Context: an optimization exercise on an open-source flow, tuned for small area, a short achievable clock period and few clock cycles per item. The choices shown serve that exercise and are no tape-out recipe.
The RTL was checked by simulation tests, not by an equivalence proof against the original design.
No activity file was given, so power comes from the tool's default toggle rates.

// assembly_source_tokenizer_top
module assembly_source_tokenizer_top (
  input  logic               clk_i,
  input  logic               rst_ni,
  input  logic               in_valid_i,
  output logic               in_ready_o,
  input  logic [8:0]         in_data_i,    
  output logic               out_valid_o,
  input  logic               out_ready_i,
  output logic [71:0]        out_data_o    
);
==> flow/config.mk <==
export PLATFORM = sky130hd
export DESIGN_NAME = assembly_source_tokenizer_top
export DESIGN_NICKNAME = assembly_source_tokenizer_top
export VERILOG_FILES = /design/flow/design.v
export SDC_FILE = /design/flow/constraint.sdc
export NUM_CORES = 4
export LEC_CHECK = 0
export CAP_MARGIN = 5
export CORE_MARGIN = 2
export CORE_UTILIZATION = 60
export CTS_BUF_LIST = sky130_fd_sc_hd__clkbuf_8
export PLACE_DENSITY = 0.8
export SETUP_SLACK_MARGIN = 5
export SLEW_MARGIN = 5
==> flow/constraint.sdc <==
create_clock -name core_clock -period 8.0 [get_ports {clk_i}]
set_input_delay 1.6000 -clock core_clock [delete_from_list [all_inputs] [get_ports {clk_i}]]
set_output_delay 1.6000 -clock core_clock [all_outputs]
set_load 0.01 [all_outputs]
standard.sh (not shown) runs the stock make flow with config.mk's settings and CLKGATE_MAP_FILE= SYNTH_SCRIPT=/design/flow/synth_recipe.tcl, a recipe that flattens the netlist after the stock synthesis.
==> flow/flow/run.sh <==
#!/bin/bash
# ORFS layout as the standard flow, with single-strength port buffers.
set -euo pipefail
W=$(pwd)
export BUFFER_PORTS_ARGS="-buffer_cell sky130_fd_sc_hd__buf_1"
make -C "$FLOW_HOME" DESIGN_CONFIG="$FLOW_CONFIG" WORK_HOME="$W/orfs" CLKGATE_MAP_FILE= \
  SYNTH_SCRIPT="$W/synth_recipe.tcl" CAP_MARGIN=5 CORE_MARGIN=2 CORE_UTILIZATION=60 \
  PLACE_DENSITY=0.8 SLEW_MARGIN=5 SETUP_SLACK_MARGIN=5 finish > "$W/make.log" 2>&1
: # left out here: write the final layout as DEF
Testbench counts at the start, summed over its fixed seeds: cycles 45,176, bytes 43,768.
==> next run, changes <==
==> flow/flow/run.sh (replaced) <==
#!/bin/bash
# ORFS layout as the standard flow (same synthesis script and settings), with
# single-strength port buffers and the timing-repair target read from margin.txt.
set -euo pipefail
W=$(pwd)
M=$(cat "$W/flow/margin.txt")
export BUFFER_PORTS_ARGS="-buffer_cell sky130_fd_sc_hd__buf_1"
make -C "$FLOW_HOME" DESIGN_CONFIG="$FLOW_CONFIG" WORK_HOME="$W/orfs" CLKGATE_MAP_FILE= \
  SYNTH_SCRIPT="$W/synth_recipe.tcl" CAP_MARGIN=20 CORE_MARGIN=2 CORE_UTILIZATION=45 \
  PLACE_DENSITY=0.65 SLEW_MARGIN=20 SETUP_SLACK_MARGIN="$M" finish > "$W/make.log" 2>&1
: # left out here: write the final layout as DEF
==> flow/flow/margin.txt (new file) <==
5.25
Settings changed: CAP_MARGIN 5 to 20, CORE_UTILIZATION 60 to 45, PLACE_DENSITY 0.8 to 0.65, SLEW_MARGIN 5 to 20.
What happened: First-iteration DRC count is lower by 5.2%. Global-route usage is lower by 5.2 points. Cell count rises by 8.0%. Core utilization falls by 14 points. Sequential power drops by about 4%. Synthesized cell count is unchanged. Via count came out higher by 0.88%. Clock skew rises by 0.0060 ns.
==> next run, changes <==
==> flow/flow/run.sh (replaced) <==
#!/bin/bash
# ORFS layout as the standard flow, with single-strength port buffers.
set -euo pipefail
W=$(pwd)
export BUFFER_PORTS_ARGS="-buffer_cell sky130_fd_sc_hd__buf_1"
make -C "$FLOW_HOME" DESIGN_CONFIG="$FLOW_CONFIG" WORK_HOME="$W/orfs" CLKGATE_MAP_FILE= \
  SYNTH_SCRIPT="$W/synth_recipe.tcl" CAP_MARGIN=20 CORE_MARGIN=2 CORE_UTILIZATION=60 \
  PLACE_DENSITY=0.8 SLEW_MARGIN=20 SETUP_SLACK_MARGIN=5 finish > "$W/make.log" 2>&1
: # left out here: write the final layout as DEF
Settings changed: CORE_UTILIZATION 45 to 60, CTS_BUF_LIST sky130_fd_sc_hd__clkbuf_8 to sky130_fd_sc_hd__clkbuf_4 sky130_fd_sc_hd__clkbuf_8, PLACE_DENSITY 0.65 to 0.8.
removed: flow/flow/margin.txt
Count of clock-buffer cells in the layout is higher by 5.
Core utilization went up by 14 points.
Power shrinks by 7.4%.
Sequential power is higher by about 4%.
Routed wire length goes down by 7.5%.
==> next run, changes <==
Settings changed: CTS_BUF_LIST sky130_fd_sc_hd__clkbuf_4 sky130_fd_sc_hd__clkbuf_8 to sky130_fd_sc_hd__clkbuf_8, GPL_TIMING_DRIVEN set to 0.
- first-iteration DRC count climbs by 25%
- final area goes up by 3.2%
- register-to-register slack got worse by 0.08 ns

* * *

Setup of JK:
Starting RTL as in the previous note.
==> flow/config.mk <==
export PLATFORM = sky130hd
export DESIGN_NAME = assembly_source_tokenizer_top
export DESIGN_NICKNAME = assembly_source_tokenizer_top
export VERILOG_FILES = /design/flow/design.v
export SDC_FILE = /design/flow/constraint.sdc
export NUM_CORES = 4
export LEC_CHECK = 0
export CAP_MARGIN = 20
export CORE_MARGIN = 2
export CORE_UTILIZATION = 70
export CTS_BUF_LIST = sky130_fd_sc_hd__clkbuf_8
export PLACE_DENSITY = 0.9
export SETUP_SLACK_MARGIN = 5
export SLEW_MARGIN = 20
==> flow/constraint.sdc <==
create_clock -name core_clock -period 8.0 [get_ports {clk_i}]
set_input_delay 1.6000 -clock core_clock [delete_from_list [all_inputs] [get_ports {clk_i}]]
set_output_delay 1.6000 -clock core_clock [all_outputs]
set_load 0.01 [all_outputs]
==> flow/flow/run.sh <==
#!/bin/bash
# ORFS layout as the standard flow, with single-strength port buffers.
set -euo pipefail
W=$(pwd)
export BUFFER_PORTS_ARGS="-buffer_cell sky130_fd_sc_hd__buf_1"
make -C "$FLOW_HOME" DESIGN_CONFIG="$FLOW_CONFIG" WORK_HOME="$W/orfs" CLKGATE_MAP_FILE= \
  SYNTH_SCRIPT="$W/synth_recipe.tcl" CAP_MARGIN=20 CORE_MARGIN=2 CORE_UTILIZATION=70 \
  PLACE_DENSITY=0.9 SLEW_MARGIN=20 SETUP_SLACK_MARGIN=5 finish > "$W/make.log" 2>&1
: # left out here: write the final layout as DEF
Testbench counts of JK, summed over its fixed seeds: cycles 45,176, bytes 43,768.
## Diff of input files: PW against JK
- CORE_UTILIZATION now 45, was 70
- PLACE_DENSITY now 0.65, was 0.9
diff --git a/flow/flow/run.sh b/flow/flow/run.sh
--- a/flow/flow/run.sh
+++ b/flow/flow/run.sh
@@ -7,2 +7,2 @@
-  SYNTH_SCRIPT="$W/synth_recipe.tcl" CAP_MARGIN=20 CORE_MARGIN=2 CORE_UTILIZATION=70 \
-  PLACE_DENSITY=0.9 SLEW_MARGIN=20 SETUP_SLACK_MARGIN=5 finish > "$W/make.log" 2>&1
+  SYNTH_SCRIPT="$W/synth_recipe.tcl" CAP_MARGIN=20 CORE_MARGIN=2 CORE_UTILIZATION=45 \
+  PLACE_DENSITY=0.65 SLEW_MARGIN=20 SETUP_SLACK_MARGIN=5 finish > "$W/make.log" 2>&1
Findings:
PW closes out successfully: all stages finished, all timing, DRC and antenna checks passed. Clock network area share essentially unchanged between PW and JK. Max via count of the routed design across PW and JK: JK. Taking JK as the reference, in PW wire length now sits lower; data arrival time of the critical path +1.95 ns. The higher sequential share of layout area of PW and JK is in JK. As far as portion of total power attributed to combinational logic is concerned, JK and PW perform about the same. Looking at total area of multi-input combinational cells, PW sits about 0.35% below JK. The final cell area excluding filler cells number comes out lower for JK vs PW.

what the ideal ports hide:
How much do the figures lean on ideal ports? The routed layouts below were timed once more, with nothing changed but the port constraints. Step 1 (the two cells are an assumption about what drives the block):
set clk [get_ports {clk_i}]
set_driving_cell -lib_cell sky130_fd_sc_hd__clkbuf_16 $clk
set_driving_cell -lib_cell sky130_fd_sc_hd__buf_2 [delete_from_list [all_inputs] $clk]
Step 2 also shifts input and output timing later by t, the mid clock arrival at the registers, as if the neighbouring blocks saw the same clock. Slacks: ideal / step 1 / step 2; pairs: ideal / step 1.
run	shift t [ns]	setup slack, ns	hold WS [ns]	clock arrival spread, ns	worst register clock-pin slew, ns
the first run of note 1	0.491	5.034 / 5.043 / 4.552	0.463 / 0.463 / 0.463	0.010 / 0.010	0.07 / 0.07
the second run of note 1	0.483	5.123 / 5.103 / 4.620	0.471 / 0.471 / 0.471	0.017 / 0.017	0.09 / 0.09
the third run of note 1	0.488	5.038 / 5.045 / 4.559	0.463 / 0.463 / 0.463	0.010 / 0.010	0.07 / 0.07
the fourth run of note 1	0.488	5.025 / 5.009 / 4.537	0.473 / 0.473 / 0.473	0.014 / 0.014	0.09 / 0.09
JK	0.491	5.026 / 4.990 / 4.548	0.484 / 0.484 / 0.484	0.013 / 0.013	0.08 / 0.08
PW	0.482	5.020 / 5.018 / 4.536	0.483 / 0.483 / 0.483	0.013 / 0.012	0.08 / 0.08
After both steps setup and hold are still met in every run listed. The setup slack of the second run of note 1, which loses most, moves by -0.020 ns with the drivers and by -0.503 ns with both steps.
